Background: an optimization exercise with open tools, aiming at a short achievable clock period. Do not read the settings as production practice.
Only simulation tests tie the RTL to the original design; equivalence was not proved.
The clock cells of this run come from the design's own scripts or RTL, not from TritonCTS.
The clock input has no modelled driver; a real chip could not lean on it and would need a root buffer or a full tree.
Power is estimated from default activity; no workload was simulated.

===== flow/flow/run.sh =====
#!/bin/bash
set -euo pipefail
export PRE_CTS_TCL="$(pwd)/flow/pre_cts.tcl"
export BUFFER_PORTS_ARGS="-buffer_cell sky130_fd_sc_hd__buf_8"
bash standard.sh > flow.log 2>&1

===== flow/flow/pre_cts.tcl =====
# Hook run by ORFS's cts.tcl before clock_tree_synthesis: build a shallow, balanced
# clock tree (port -> 4 root buffers -> leaf buffers -> flip-flops) and turn the
# TritonCTS call that follows into a no-op. Everything after it in cts.tcl
# (legalisation, setup and hold repair) runs as usual.
source [file join [file dirname [info script]] tree.tcl]
pull_output_flops
build_clock_tree 10 8 2 2 sky130_fd_sc_hd__clkbuf_16 sky130_fd_sc_hd__buf_16
global_connect
rename clock_tree_synthesis tritoncts_unused
proc clock_tree_synthesis {args} {
  puts "clock tree built by pre_cts.tcl; TritonCTS skipped"
  set_propagated_clock [all_clocks]
}

===== flow/flow/tree.tcl =====
# Two-level clock tree: the clock port drives a few root buffers, each root drives
# the leaf buffers of one region, each leaf drives one cluster of flip-flops.
proc bt_ctr {it} {
  set b [[$it getInst] getBBox]
  return [list [expr {([$b xMin]+[$b xMax])/2}] [expr {([$b yMin]+[$b yMax])/2}]]
}
proc bt_place {inst x y} {
  set m [$inst getMaster]
  $inst setLocation [expr {int($x - [$m getWidth]/2)}] [expr {int($y - [$m getHeight]/2)}]
  $inst setPlacementStatus PLACED
}
proc build_clock_tree {cols rows rcols rrows leafcell rootcell} {
  set db [ord::get_db]
  set block [ord::get_db_block]
  set clk [$block findNet clkin_parallel]
  set leafm [$db findMaster $leafcell]
  set rootm [$db findMaster $rootcell]
  set sinks {}
  foreach it [$clk getITerms] {
    lassign [bt_ctr $it] x y
    lappend sinks [list $it $x $y]
  }
  set n [llength $sinks]
  puts "clock tree: $n sinks, $cols x $rows leaves, $rcols x $rrows roots"
  set sx [lsort -integer -index 1 $sinks]
  set leaves {}
  for {set c 0} {$c < $cols} {incr c} {
    set col [lrange $sx [expr {$c*$n/$cols}] [expr {($c+1)*$n/$cols - 1}]]
    set col [lsort -integer -index 2 $col]
    set m [llength $col]
    for {set r 0} {$r < $rows} {incr r} {
      set grp [lrange $col [expr {$r*$m/$rows}] [expr {($r+1)*$m/$rows - 1}]]
      set sx2 0; set sy2 0
      foreach s $grp { set sx2 [expr {$sx2 + [lindex $s 1]}]; set sy2 [expr {$sy2 + [lindex $s 2]}] }
      set k [llength $grp]
      set name "ctl_${c}_${r}"
      set inst [odb::dbInst_create $block $leafm $name]
      set net [odb::dbNet_create $block "${name}_net"]
      $net setSigType CLOCK
      foreach s $grp {
        set it [lindex $s 0]
        $it disconnect
        $it connect $net
      }
      [$inst findITerm [bt_out $inst]] connect $net
      bt_place $inst [expr {$sx2/$k}] [expr {$sy2/$k}]
      lappend leaves [list $inst [expr {$c*$rcols/$cols}] [expr {$r*$rrows/$rows}] [expr {$sx2/$k}] [expr {$sy2/$k}]]
    }
  }
  # Roots: split the leaves into rcols column bands, then each band into rrows
  # groups of equal size by y
  set leaves [lsort -integer -index 3 $leaves]
  set nl [llength $leaves]
  for {set a 0} {$a < $rcols} {incr a} {
    set band [lrange $leaves [expr {$a*$nl/$rcols}] [expr {($a+1)*$nl/$rcols - 1}]]
    set band [lsort -integer -index 4 $band]
    set nb [llength $band]
    for {set b 0} {$b < $rrows} {incr b} {
      set grp [lrange $band [expr {$b*$nb/$rrows}] [expr {($b+1)*$nb/$rrows - 1}]]
      set name "ctr_${a}_${b}"
      set inst [odb::dbInst_create $block $rootm $name]
      set net [odb::dbNet_create $block "${name}_net"]
      $net setSigType CLOCK
      set sx2 0; set sy2 0; set k 0
      foreach l $grp {
        [[lindex $l 0] findITerm A] connect $net
        set sx2 [expr {$sx2 + [lindex $l 3]}]; set sy2 [expr {$sy2 + [lindex $l 4]}]; incr k
      }
      [$inst findITerm [bt_out $inst]] connect $net
      [$inst findITerm A] connect $clk
      bt_place $inst [expr {$sx2/$k}] [expr {$sy2/$k}]
    }
  }
  $clk setSigType CLOCK
}
proc bt_out {inst} {
  foreach mt [[$inst getMaster] getMTerms] {
    if {[$mt getIoType] eq "OUTPUT"} { return [$mt getName] }
  }
}
proc bt_driver {net} {
  foreach it [$net getITerms] {
    if {[[$it getMTerm] getIoType] eq "OUTPUT"} { return [$it getInst] }
  }
  return ""
}
# Move each flip-flop that feeds an output port's buffer next to that buffer.
proc pull_output_flops {} {
  set block [ord::get_db_block]
  set n 0
  foreach bt [$block getBTerms] {
    if {[$bt getIoType] ne "OUTPUT"} { continue }
    set net [$bt getNet]
    if {$net eq "NULL"} { continue }
    set buf [bt_driver $net]
    if {$buf eq ""} { continue }
    set a [$buf findITerm A]
    if {$a eq "NULL"} { continue }
    set ff [bt_driver [$a getNet]]
    if {$ff eq "" || ![string match "*df*" [[$ff getMaster] getName]]} { continue }
    set b [$buf getBBox]
    bt_place $ff [expr {([$b xMin]+[$b xMax])/2}] [expr {([$b yMin]+[$b yMax])/2}]
    incr n
  }
  puts "pulled $n output flip-flops next to their port buffers"
}

===== flow/standard.sh =====
#!/bin/bash
# synth_recipe.tcl (not shown) runs the flow's synth.tcl, then flattens the netlist and writes it again
# the make line also repeats each setting of config.mk as NAME=value (left out here)
make -C /OpenROAD-flow-scripts/flow DESIGN_CONFIG=/design/flow/config.mk WORK_HOME=/design/flow/orfs CLKGATE_MAP_FILE= SYNTH_SCRIPT=/design/flow/synth_recipe.tcl "${@:-finish}"

===== flow/config.mk =====
export PLATFORM = sky130hd
export DESIGN_NAME = tofpet_readout
export DESIGN_NICKNAME = tofpet_readout
export VERILOG_FILES = /design/flow/design.v
export SDC_FILE = /design/flow/constraint.sdc
export NUM_CORES = 4
export LEC_CHECK = 0
export CAP_MARGIN = 20
export CORE_MARGIN = 2
export CORE_UTILIZATION = 50
export PLACE_DENSITY = 0.65
export SETUP_SLACK_MARGIN = 3.0
export SLEW_MARGIN = 20
export TNS_END_PERCENT = 100

===== flow/constraint.sdc =====
create_clock -name core_clock -period 4.0 [get_ports {clkin_parallel}]
set_input_delay 0.8000 -clock core_clock [delete_from_list [all_inputs] [get_ports {clkin_parallel}]]
set_output_delay 0.8000 -clock core_clock [all_outputs]
set_load 0.01 [all_outputs]

===== flow/design.v =====
`timescale 1ns/1ns
`default_nettype none
package tofpet_pkg;
	typedef enum logic [1:0] {
		OP_READ   = 2'd0,	 
		OP_STATUS = 2'd1	 
	} opcode_e;		 
	typedef struct packed {
		opcode_e    opcode;	 
		logic [2:0] channel;	 
		logic [3:0] count;	 
	} cmd_t;
	typedef struct packed {
		logic [32-1:0] data;	 
	} hit_t;
	typedef enum logic [1:0] {
		KIND_DATA   = 2'd0,	 
		KIND_STATUS = 2'd1,	 
		KIND_ERROR  = 2'd2	 
	} kind_e;
	typedef struct packed {
		logic                      last;	 
		kind_e                     kind;	 
		logic [2:0]                channel;	 
		logic [32-1:0] data;	 
	} result_t;
	typedef struct packed {
		logic [6-1:0] empty;	 
		logic [6-1:0] full;	 
		logic [6-1:0] overflow;	 
	} chan_flags_t;
endpackage
`default_nettype wire
`timescale 1ns/1ns
`default_nettype none
module tofpet_readout (
	input  logic                         clkin_parallel,
	input  logic                         cpu_resetn,
	input  logic [6-1:0]  hit_valid,
	input  logic [6*32-1:0] hit_data,	 
	input  logic                         cmd_valid,
	input  logic [8:0]                   cmd,		 
	output logic                         cmd_credit,
	output logic                         res_valid,
	output logic [32+5:0]    res,		 
	input  logic                         res_credit
);
	localparam int CH = 6;
	localparam int W  = 32;
	localparam int HD = 8;
	localparam int CD = 4;
	localparam int RD = 4;
	localparam int RW = W + 6;
	localparam int CW = 3 + CH + HD + 2;	 
	logic              acc;			 
	logic              acc_nx;
	logic              acc_n;		 
	logic              rv_n;		 
	logic [CH-1:0]     pop_q;		 
	logic [RW-1:0]     res_q;		 
	logic [CH-1:0]     rd_oh_nx;
	logic [CH-1:0]     pop_nx;		 
	logic              busy;		 
	logic              st_single;	 
	logic [CH-1:0]     rd_oh;		 
	logic [HD-1:0]     rem;			 
	logic [2:0]        chan_q;		 
	logic [1:0]        kind_q;		 
	logic              status_q;	 
	logic              err_q;		 
	logic              rpush;		 
	logic              rpop;		 
	logic [RD-1:0]     rth;			 
	logic [RD-1:0]     rth_nx;
	logic [RW-1:0]     word;		 
	logic [CH-1:0]         h_empty;
	logic [CH-1:0]         h_full;
	logic [CH-1:0]         ovf;
	logic [CH-1:0][HD-1:0] h_th;
	logic [CH-1:0][HD-1:0] h_th_nx;
	logic [CH-1:0][W-1:0]  h_head;	 
	logic [CH-1:0]         h_pop;
	logic                  clr_ovf;
	logic [CH*HD*W-1:0]    hmem;	 
	logic [CH-1:0]         empty_nx;	 
	logic [CH-1:0]         full_nx;
	logic [CH-1:0]         ovf_nx;
	assign clr_ovf = rpush & status_q;
	for (genvar i = 0; i < CH; i++)
	begin : g_ch
		logic [HD-1:0]        th;	 
		logic [HD-1:0]        th_nx;
		logic [HD-1:0]        wr;	 
		logic [HD-1:0]        rd;	 
		logic [HD-1:0]        rd_nx;
		logic [HD-1:0]        rsel;	 
		logic [W-1:0]         din;
		logic                 push;
		logic                 pop;
		assign din  = hit_data[i*W +: W];
		assign push = hit_valid[i] & ~th[HD-1];
		assign pop  = h_pop[i];
		for (genvar k = 0; k < HD; k++)
		begin : g_e
			always_ff @(posedge clkin_parallel)
				if (wr[k] && !th[HD-1])
					hmem[(i*HD+k)*W +: W] <= din;
		end
		always_ff @(posedge clkin_parallel)
		begin
			if (!cpu_resetn)
			begin
				th     <= '0;
				wr     <= HD'(1);
				rd     <= HD'(1);
				ovf[i] <= 1'b0;
			end
			else
			begin
				th     <= th_nx;
				if (push)
					wr <= {wr[HD-2:0], wr[HD-1]};
				rd     <= rd_nx;
				ovf[i] <= ovf_nx[i];
			end
		end
		always_comb
			if (push && !pop)
				th_nx = {th[HD-2:0], 1'b1};
			else if (pop && !push)
				th_nx = {1'b0, th[HD-1:1]};
			else
				th_nx = th;
		assign empty_nx[i] = ~th_nx[0];
		assign full_nx[i]  = th_nx[HD-1];
		assign ovf_nx[i]   = (ovf[i] & ~clr_ovf) | (hit_valid[i] & th[HD-1]);
		assign h_th[i]    = th;
		assign h_th_nx[i] = th_nx;
		logic [W-1:0]  head_nx;
		logic [W-1:0]  hg;
		assign rd_nx = pop ? {rd[HD-2:0], rd[HD-1]} : rd;
		always_ff @(posedge clkin_parallel)
			if (!cpu_resetn)
				rsel <= HD'(1);
			else
				rsel <= pop_nx[i] ? {rd_nx[HD-2:0], rd_nx[HD-1]} : rd_nx;
		always_comb
		begin
			head_nx = '0;
			for (int k = 0; k < HD; k++)
				head_nx = head_nx | (hmem[(i*HD+k)*W +: W] & {W{rsel[k]}});
		end
		always_ff @(posedge clkin_parallel)
			hg <= head_nx & {W{rd_oh_nx[i]}};
		assign h_head[i]  = hg;
		assign h_empty[i] = ~th[0];
		assign h_full[i]  = th[HD-1];
	end
	assign h_pop = pop_q;
	logic [1:0]    c_op;
	logic [2:0]    c_ch;
	logic [3:0]    c_cnt;
	logic          c_read_ok;
	logic [CW-1:0] cin;
	logic [CD*CW-1:0] ce;
	logic [CD-1:0] cth;
	logic          cpush;
	assign {c_op, c_ch, c_cnt} = cmd;
	assign c_read_ok = (c_op == 2'd0) && (c_ch < 3'(CH));
	always_comb
	begin
		cin = '0;
		cin[2:0] = c_ch;
		for (int i = 0; i < CH; i++)
			cin[3+i] = c_read_ok && (c_ch == 3'(i));
		for (int k = 0; k < HD; k++)
			cin[3+CH+k] = (c_cnt > 4'(k));
		cin[3+CH+HD]   = (c_op == 2'd1);					 
		cin[3+CH+HD+1] = c_op[1] || ((c_op == 2'd0) && !c_read_ok);	 
	end
	assign cpush = cmd_valid & ~cth[CD-1];
	logic [CD-1:0] cld;		 
	logic [CD-1:0] csh;		 
	logic [CD-1:0] cth_nx;
	logic [CD-1:0] cld_nx;
	logic [CD-1:0] csh_nx;
	for (genvar k = 0; k < CD; k++)
	begin : g_c
		if (k == CD-1) begin : g_last
			always_ff @(posedge clkin_parallel)
				if (cld[k])
					ce[k*CW +: CW] <= cin;
		end else begin : g_body
			always_ff @(posedge clkin_parallel)
				if (cld[k])
					ce[k*CW +: CW] <= cin;
				else if (csh[k])
					ce[k*CW +: CW] <= ce[(k+1)*CW +: CW];
		end
	end
	always_comb
	begin
		if (cpush && !acc)
			cth_nx = {cth[CD-2:0], 1'b1};
		else if (acc && !cpush)
			cth_nx = {1'b0, cth[CD-1:1]};
		else
			cth_nx = cth;
		for (int k = 0; k < CD; k++)
		begin
			logic at_nx;
			logic top_nx;
			at_nx  = ((k == 0) ? 1'b1 : cth_nx[(k == 0) ? 0 : k-1]) & ~cth_nx[k];
			top_nx = cth_nx[k] & ((k == CD-1) ? 1'b1 : ~cth_nx[(k == CD-1) ? k : k+1]);
			cld_nx[k] = acc_nx ? top_nx : at_nx;
			csh_nx[k] = acc_nx & ~top_nx & (k != CD-1);
		end
	end
	logic [2:0]    h_ch;
	logic [CH-1:0] h_oh;
	logic [HD-1:0] h_cth;
	logic          h_status;
	logic          h_err;
	assign {h_err, h_status, h_cth, h_oh, h_ch} = ce[CW-1:0];
	logic [CH-1:0] go_oh;		 
	logic [HD-1:0] rs_q;		 
	logic [CW-1:0] ce0_nx;		 
	logic [CH-1:0] go_nx;
	logic [HD-1:0] sel_th_nx;	 
	logic          done;		 
	logic          busy_nx;
	logic          cne_nx;		 
	assign ce0_nx = cld[0] ? cin : (csh[0] ? ce[CW +: CW] : ce[CW-1:0]);
	always_comb
	begin
		sel_th_nx = '0;
		for (int i = 0; i < CH; i++)
			sel_th_nx = sel_th_nx | (h_th_nx[i] & {HD{ce0_nx[3+i]}});
		for (int i = 0; i < CH; i++)
			go_nx[i] = ce0_nx[3+i] & ce0_nx[3+CH] & h_th_nx[i][0];
	end
	always_ff @(posedge clkin_parallel)
		if (!cpu_resetn)
		begin
			go_oh <= '0;
			rs_q  <= '0;
		end
		else
		begin
			go_oh <= go_nx;
			rs_q  <= ce0_nx[3+CH +: HD] & sel_th_nx;
		end
	assign done    = rpush & (st_single | ~rem[1]);
	assign busy_nx = acc | (busy & ~done);
	assign cne_nx  = cpush | cth[1] | (cth[0] & ~acc);
	logic          st_single_nx;
	always_comb
	begin
		st_single_nx = st_single;
		if (acc)
			st_single_nx = ~|go_oh;
		else if (done)
			st_single_nx = 1'b0;
	end
	logic rd_done;
	logic rd_keep;
	assign rd_done = ~rth[RD-1] & ~rem[1];
	assign rd_keep = ~rpop & rth[RD-2];
	always_comb
		for (int i = 0; i < CH; i++)
		begin
			rd_oh_nx[i] = acc ? go_oh[i] : (rd_oh[i] & ~rd_done);
			pop_nx[i]   = acc ? (go_oh[i] & (rpop | ~rth[RD-1])) : (rd_oh[i] & ~rd_done & ~rd_keep);
		end
	assign acc_nx = ~busy_nx & cne_nx;
	assign acc    = ~acc_n;
	always_ff @(posedge clkin_parallel)
	begin
		if (!cpu_resetn)
		begin
			acc_n      <= 1'b1;
			rpush      <= 1'b0;
			cmd_credit <= 1'b0;
			busy       <= 1'b0;
			st_single  <= 1'b0;
			rd_oh      <= '0;
			pop_q      <= '0;
			cth        <= '0;
			cld        <= CD'(1);
			csh        <= '0;
		end
		else
		begin
			acc_n      <= ~acc_nx;
			rpush      <= busy_nx & ~rth_nx[RD-1];
			cmd_credit <= acc_nx;
			busy       <= busy_nx;
			st_single  <= st_single_nx;
			rd_oh      <= rd_oh_nx;
			pop_q      <= pop_nx;
			cth        <= cth_nx;
			cld        <= cld_nx;
			csh        <= csh_nx;
		end
	end
	always_ff @(posedge clkin_parallel)
	begin
		if (acc)
		begin
			rem      <= rs_q;		 
			chan_q   <= h_ch;
			kind_q   <= {h_err, h_status};
			status_q <= h_status;
			err_q    <= h_err;
		end
		else if (rpush)
			rem <= {1'b0, rem[HD-1:1]};
	end
	logic [W-1:0] wdata;
	logic [W-1:0] ws;		 
	logic         status_nx;
	logic         err_nx;
	assign status_nx = acc ? h_status : status_q;
	assign err_nx    = acc ? h_err : err_q;
	always_ff @(posedge clkin_parallel)
		ws <= (32'hbad0c0de & {W{err_nx}})
			| {{(W-3*CH){1'b0}}, {empty_nx, full_nx, ovf_nx} & {(3*CH){status_nx}}};
	always_comb
	begin
		wdata = '0;
		for (int i = 0; i < CH; i++)
			wdata = wdata | h_head[i];
		wdata = wdata | ws;
	end
	assign word = {st_single | ~rem[1], kind_q, chan_q, wdata};
	logic [RD*RW-1:0]      re;
	logic [6:0]            ct;		 
	logic [6:0]            ct_nx;
	logic                  rv_nx;
	assign rpop = ~rv_n;
	logic [RD-1:0] rld;		 
	logic [RD-1:0] rsh;		 
	logic [RD-1:0] rld_nx;
	logic [RD-1:0] rsh_nx;
	for (genvar k = 0; k < RD; k++)
	begin : g_r
		if (k == RD-1) begin : g_last
			always_ff @(posedge clkin_parallel)
				if (rld[k])
					re[k*RW +: RW] <= word;
		end else begin : g_body
			always_ff @(posedge clkin_parallel)
				if (rld[k])
					re[k*RW +: RW] <= word;
				else if (rsh[k])
					re[k*RW +: RW] <= re[(k+1)*RW +: RW];
		end
	end
	always_comb
	begin
		if (rpush && !rpop)
			rth_nx = {rth[RD-2:0], 1'b1};
		else if (rpop && !rpush)
			rth_nx = {1'b0, rth[RD-1:1]};
		else
			rth_nx = rth;
	end
	always_comb
		if (rpop && !res_credit)
			ct_nx = {1'b0, ct[6:1]};
		else if (res_credit && !rpop)
			ct_nx = ct[6] ? 7'd0 : {ct[5:0], 1'b1};
		else
			ct_nx = ct;
	assign rv_nx = rth_nx[0] & (res_credit ? (rpop | ~ct[6]) : (rpop ? ct[1] : ct[0]));
	always_comb
	begin
		for (int k = 0; k < RD; k++)
		begin
			logic at_nx;
			logic top_nx;
			at_nx  = ((k == 0) ? 1'b1 : rth_nx[(k == 0) ? 0 : k-1]) & ~rth_nx[k];
			top_nx = rth_nx[k] & ((k == RD-1) ? 1'b1 : ~rth_nx[(k == RD-1) ? k : k+1]);
			rld_nx[k] = rv_nx ? top_nx : at_nx;
			rsh_nx[k] = rv_nx & ~top_nx & (k != RD-1);
		end
	end
	logic rq_wn;
	logic rq_sn;
	always_ff @(posedge clkin_parallel)
		if (!rq_wn)
			res_q <= word;
		else if (!rq_sn)
			res_q <= re[RW +: RW];
		else
			res_q <= re[RW-1:0];
	always_ff @(posedge clkin_parallel)
	begin
		if (!cpu_resetn)
		begin
			rth       <= '0;
			rld       <= RD'(1);
			rsh       <= '0;
			rq_wn     <= 1'b0;
			rq_sn     <= 1'b1;
			ct        <= 7'b0001111;
			res_valid <= 1'b0;
			rv_n      <= 1'b1;
		end
		else
		begin
			rth       <= rth_nx;
			rld       <= rld_nx;
			rsh       <= rsh_nx;
			rq_wn     <= ~rld_nx[0];
			rq_sn     <= ~rsh_nx[0];
			ct        <= ct_nx;
			res_valid <= rv_nx;
			rv_n      <= ~rv_nx;
		end
	end
	assign res = res_q;
endmodule
`default_nettype wire

==> flow_summary.json <==
{
  "status": "finished clean",
  "hold_slack_ns": 0.415,
  "core_area_um2": 160000,
  "hold_viol": 0,
  "grt_max_degree": 60,
  "post_synth_mux_area_share": 0.0293,
  "netlist_top_cells_area": "edfxtp_1 66%, dfxtp_1 13%, a22oi_1 3.8%, a22o_1 2.3%, mux2i_1 2.2%",
  "regArea_um2": 63900,
  "syn_avg_cell_area_um2": 16.3,
  "routabilityCongestion": 0.824,
  "finalCritPeriodShare": 0.486,
  "post_synth_fa_ha_maj_area_fraction": 0.000312,
  "netlist_instances": 4931,
  "synth.cell_area_um2": 80300,
  "drc": 0,
  "drive_above_1_share": 0.430,
  "fillers": 9221,
  "ys_dominant_reg_cell": "edfxtp_1",
  "timing.max_slew.rel_slack": 0.587,
  "synth-seq-area-share": 0.790,
  "syn_to_final_growth_pct": 39.1,
  "timing.max_cap.violations": 0,
  "buffer_ports.inserted": 250,
  "worstSetupStartpointType": "register",
  "max_fclk_mhz": 514,
  "drt_wl_total_um": 273000,
  "yosys_register_bits": 2287,
  "setup_violations": 0,
  "power.leakage_nw": 37.6,
  "synth_enable_flop_cells": 1762,
  "cts_hold_buf": 0,
  "path_cells": "buf_4 -> buf_6 -> buf_6 -> nor2b_4 -> inv_2 -> a21boi_4 -> nor3_4 -> buf_4 -> mux2i_1 -> nor2_1",
  "critPathMaxStageDelay_ns": 0.40,
  "netlist.top_cell.by_area": "edfxtp_1",
  "antenna_found_initial": 16,
  "rows": 147,
  "final.min_clock_period_ns": 1.94,
  "crit_path_start": "rem[1]$_DFFE_PP_",
  "final.setup_skew_ns": 0.0369,
  "main_combinational_cell_family_by_area_after_synthesis": "compound AO/OA/AOI/OAI gates",
  "overflow": 0,
  "setup_tns_ns": 0,
  "detailroute.via_count": 52900,
  "firstDrtPassIters": 6,
  "global_route.usage.total": 0.299,
  "timing.rr.end": "cld[2]$_SDFF_PN0_",
  "place.detailed.hpwl_um": 129000,
  "final_stage_net_count": 6212,
  "synth_largest_type_area_fraction": 0.659,
  "synth_nets": 5144,
  "worst_hold_stages": 1,
  "die_area_um2": 164000,
  "detail_route.vias_per_cell": 6.55,
  "crit_path_max_fanout": 4,
  "timing_worst_setup_path_type": "register to register",
  "design_power_total_mw": 45.9,
  "initialDrtViolationCount": 7505,
  "timing.reg2reg.worst_path_depth": 10,
  "critical_path.slowest_cell": "edfxtp_1",
  "insertion_delay_to_the_later_sink_of_the_worst_skew_pair_ns": 0.59,
  "actual_transition_at_the_worst_max_transition_pin_ns": 0.620,
  "vdd_ir_drop_max_v": 0.000616,
  "most_frequent_cells_in_the_layout": "1762 x edfxtp_1, 395 x a22oi_1, 341 x buf_6, 337 x dfxtp_1, 325 x buf_8",
  "synth-warning-count": 1,
  "drtAntennaViolNets": 0,
  "async_reset_ff_frac": 0,
  "worstPathRequired_ns": 4.45,
  "clkTransAtPathRegs_ns": 0.12,
  "top_level_ports": 251,
  "synthDistinctLibCells": 59,
  "powerDensity_nw_per_um2": 411,
  "synth_compound_area_frac": 0.123,
  "grt_first_pass_wirelength_um": 355000,
  "vias_in_the_first_global_route": 48600,
  "simple_gate_area_share_of_the_yosys_netlist": 0.0396,
  "synthXorXnorAreaFrac": 0.000327,
  "timing.hold.worst.class": "primary input to register",
  "endpoint": "cld[2]$_SDFF_PN0_",
  "width_of_the_die_um": 405,
  "multiInputGateArea_um2": 23500,
  "avgRoutedWirePerCell_um": 33.8,
  "number_of_max_slew_violations_in_the_final_report": 0,
  "critPathArrivalTime_ns": 2.39,
  "critical_path.reg2reg.startpoint": "rem[1]$_DFFE_PP_",
  "layout_commonest_cell": "edfxtp_1",
  "crit_path_end_kind": "register",
  "start_util": 0.502,
  "floorplan.die.height_um": 405,
  "setup_repair_after_global_routing_missed_its_margin": "true",
  "setup.reg_to_reg.worst_slack_ns": 2.06
}
==> synth_stat cells (3+ instances only) <==
library cell and number:
a211oi_1 11, mux2_2 48, a32oi_1 3, xnor2_1 3
or4_1 27, nand2_1 156, o22ai_1 3, buf_2 18
o311ai_1 3, nand2b_1 15, o21ai_0 23, nand3_1 13
a31oi_1 204, or2_2 6, o211ai_1 3, buf_1 36
inv_1 70, a21oi_1 290, a221oi_1 193, a22o_1 209
nor2b_1 75, dfxtp_1 525, nor3_1 23, nor3b_1 6
nor4_1 29, inv_2 4, and2_1 40, nor2_1 240
mux2i_1 180, clkbuf_1 240, edfxtp_1 1762, and3_1 27
a22oi_1 408
==> area by class of cell <==
type / instances / area share
plain buffers: 84 / 0.0189
diodes: 2 / 0.0000448
inverters: 74 / 0.00336
repair inverters: 3 / 0.000392
well taps: 2086 / 0.0234
multi-input cells: 2309 / 0.210
repair buffers: 1240 / 0.171
flip-flops and latches: 2287 / 0.572
==> critical path: cells and delay by family, from the launching register on <==
kind	cells	cell delay [ns]
buffers and inverters	5	0.63
flip-flops	1	0.40
AND/OR/NAND/NOR	3	0.44
multiplexers	1	0.23
AO/OA/AOI/OAI	1	0.13
==> metal layers <==
metal  routed length (um)  global-route usage  share of wire  vias up
met5                   43                   0        0.00016        -
met4                14900               0.103          0.055        8
met3                27600              0.0427           0.10      558
met2               129000               0.476           0.47     3311
met1               102000               0.426           0.37    27300
li1                     -                   -              -    21700
==> worst min path at each step <==
stage	slack, ns	to	from
6_report	0.42	hmem[608]$_DFFE_PP_	hit_data[64]
5_1_grt	0.41	hmem[690]$_DFFE_PP_	hit_data[82]
4_1_cts	0.40	hmem[1447]$_DFFE_PP_	hit_data[167]
3_5_place_dp	0.43	chan_q[2]$_DFFE_PN_	ce[2]$_DFFE_PP_
3_3_place_gp	0.44	chan_q[2]$_DFFE_PN_	ce[2]$_DFFE_PP_
2_1_floorplan	0.40	chan_q[0]$_DFFE_PN_	ce[0]$_DFFE_PP_
==> flip-flops by register name, indices dropped and copies added (netlist names), 7 cells and up <==
signal     count
g_ch.rsel     48
hmem        1536
ws            19
g_ch.hg      192
ce            76
g_ch.th       48
res_q         38
rem            7
g_ch.rd       48
rs_q           7
ct             7
re           152
g_ch.wr       48
==> logic make-up after synthesis <==
| family | count (synthesis) |
|---|---|
| mux | 229 |
| xor+xnor | 3 |
| buf+inv | 371 |
| flops | 2287 |
| fa+ha+maj | 2 |
| compound gates | 1374 |
| simple gates | 665 |
==> power breakdown <==
group	switching (mW)	leakage [nW]	internal [mW]
Clock	6.72	1.04	3.79
Combinational	3.91	16.0	3.77
Sequential	0.732	20.6	27.0
Total	11.4	37.6	34.5
==> repair_timing <==
action,4_1_cts,5_1_grt
buffers inserted,584,148
pin swaps,208,264
resized for setup,1461,772
gates cloned,145,39
endpoints found under the setup margin,2530,2473
==> stage by stage <==
step | instances | worst slack [ns] | util | instance area (um^2)
floorplan | 4931 | 1.81 | - | 83300
global placement | 7083 | 1.49 | 0.552 | 88400
detailed placement | 7083 | 1.47 | 0.552 | 88400
CTS | 7896 | 2.16 | 0.658 | 105000
global route | 8083 | 2.02 | 0.698 | 112000
finish | 8085 | 2.06 | 0.698 | 112000

[separate check: timing with driven ports]
The results above use ideal ports. As a check the final layout listed here was re-extracted and re-timed, cells and wires unchanged. Step 1 assumes that a clkbuf_16 drives the clock port and a buf_2 every other input. Step 2, shift: input delay + t, output delay - t, t = (earliest + latest rising clock arrival at the registers) / 2. This alone moves slack from input paths to output paths. Three values: ideal, step 1, step 2; two values: the first two.
shift t [ns]: 0.760
setup slack, ns: 2.056 / 1.978 / 1.527
worst setup path after step 2: input to register
worst register clock-pin slew, ns: 0.13 / 0.13
After both steps this run still meets setup and hold. For this run, drivers alone change the setup slack by -0.078 ns; drivers and shift together by -0.529 ns.
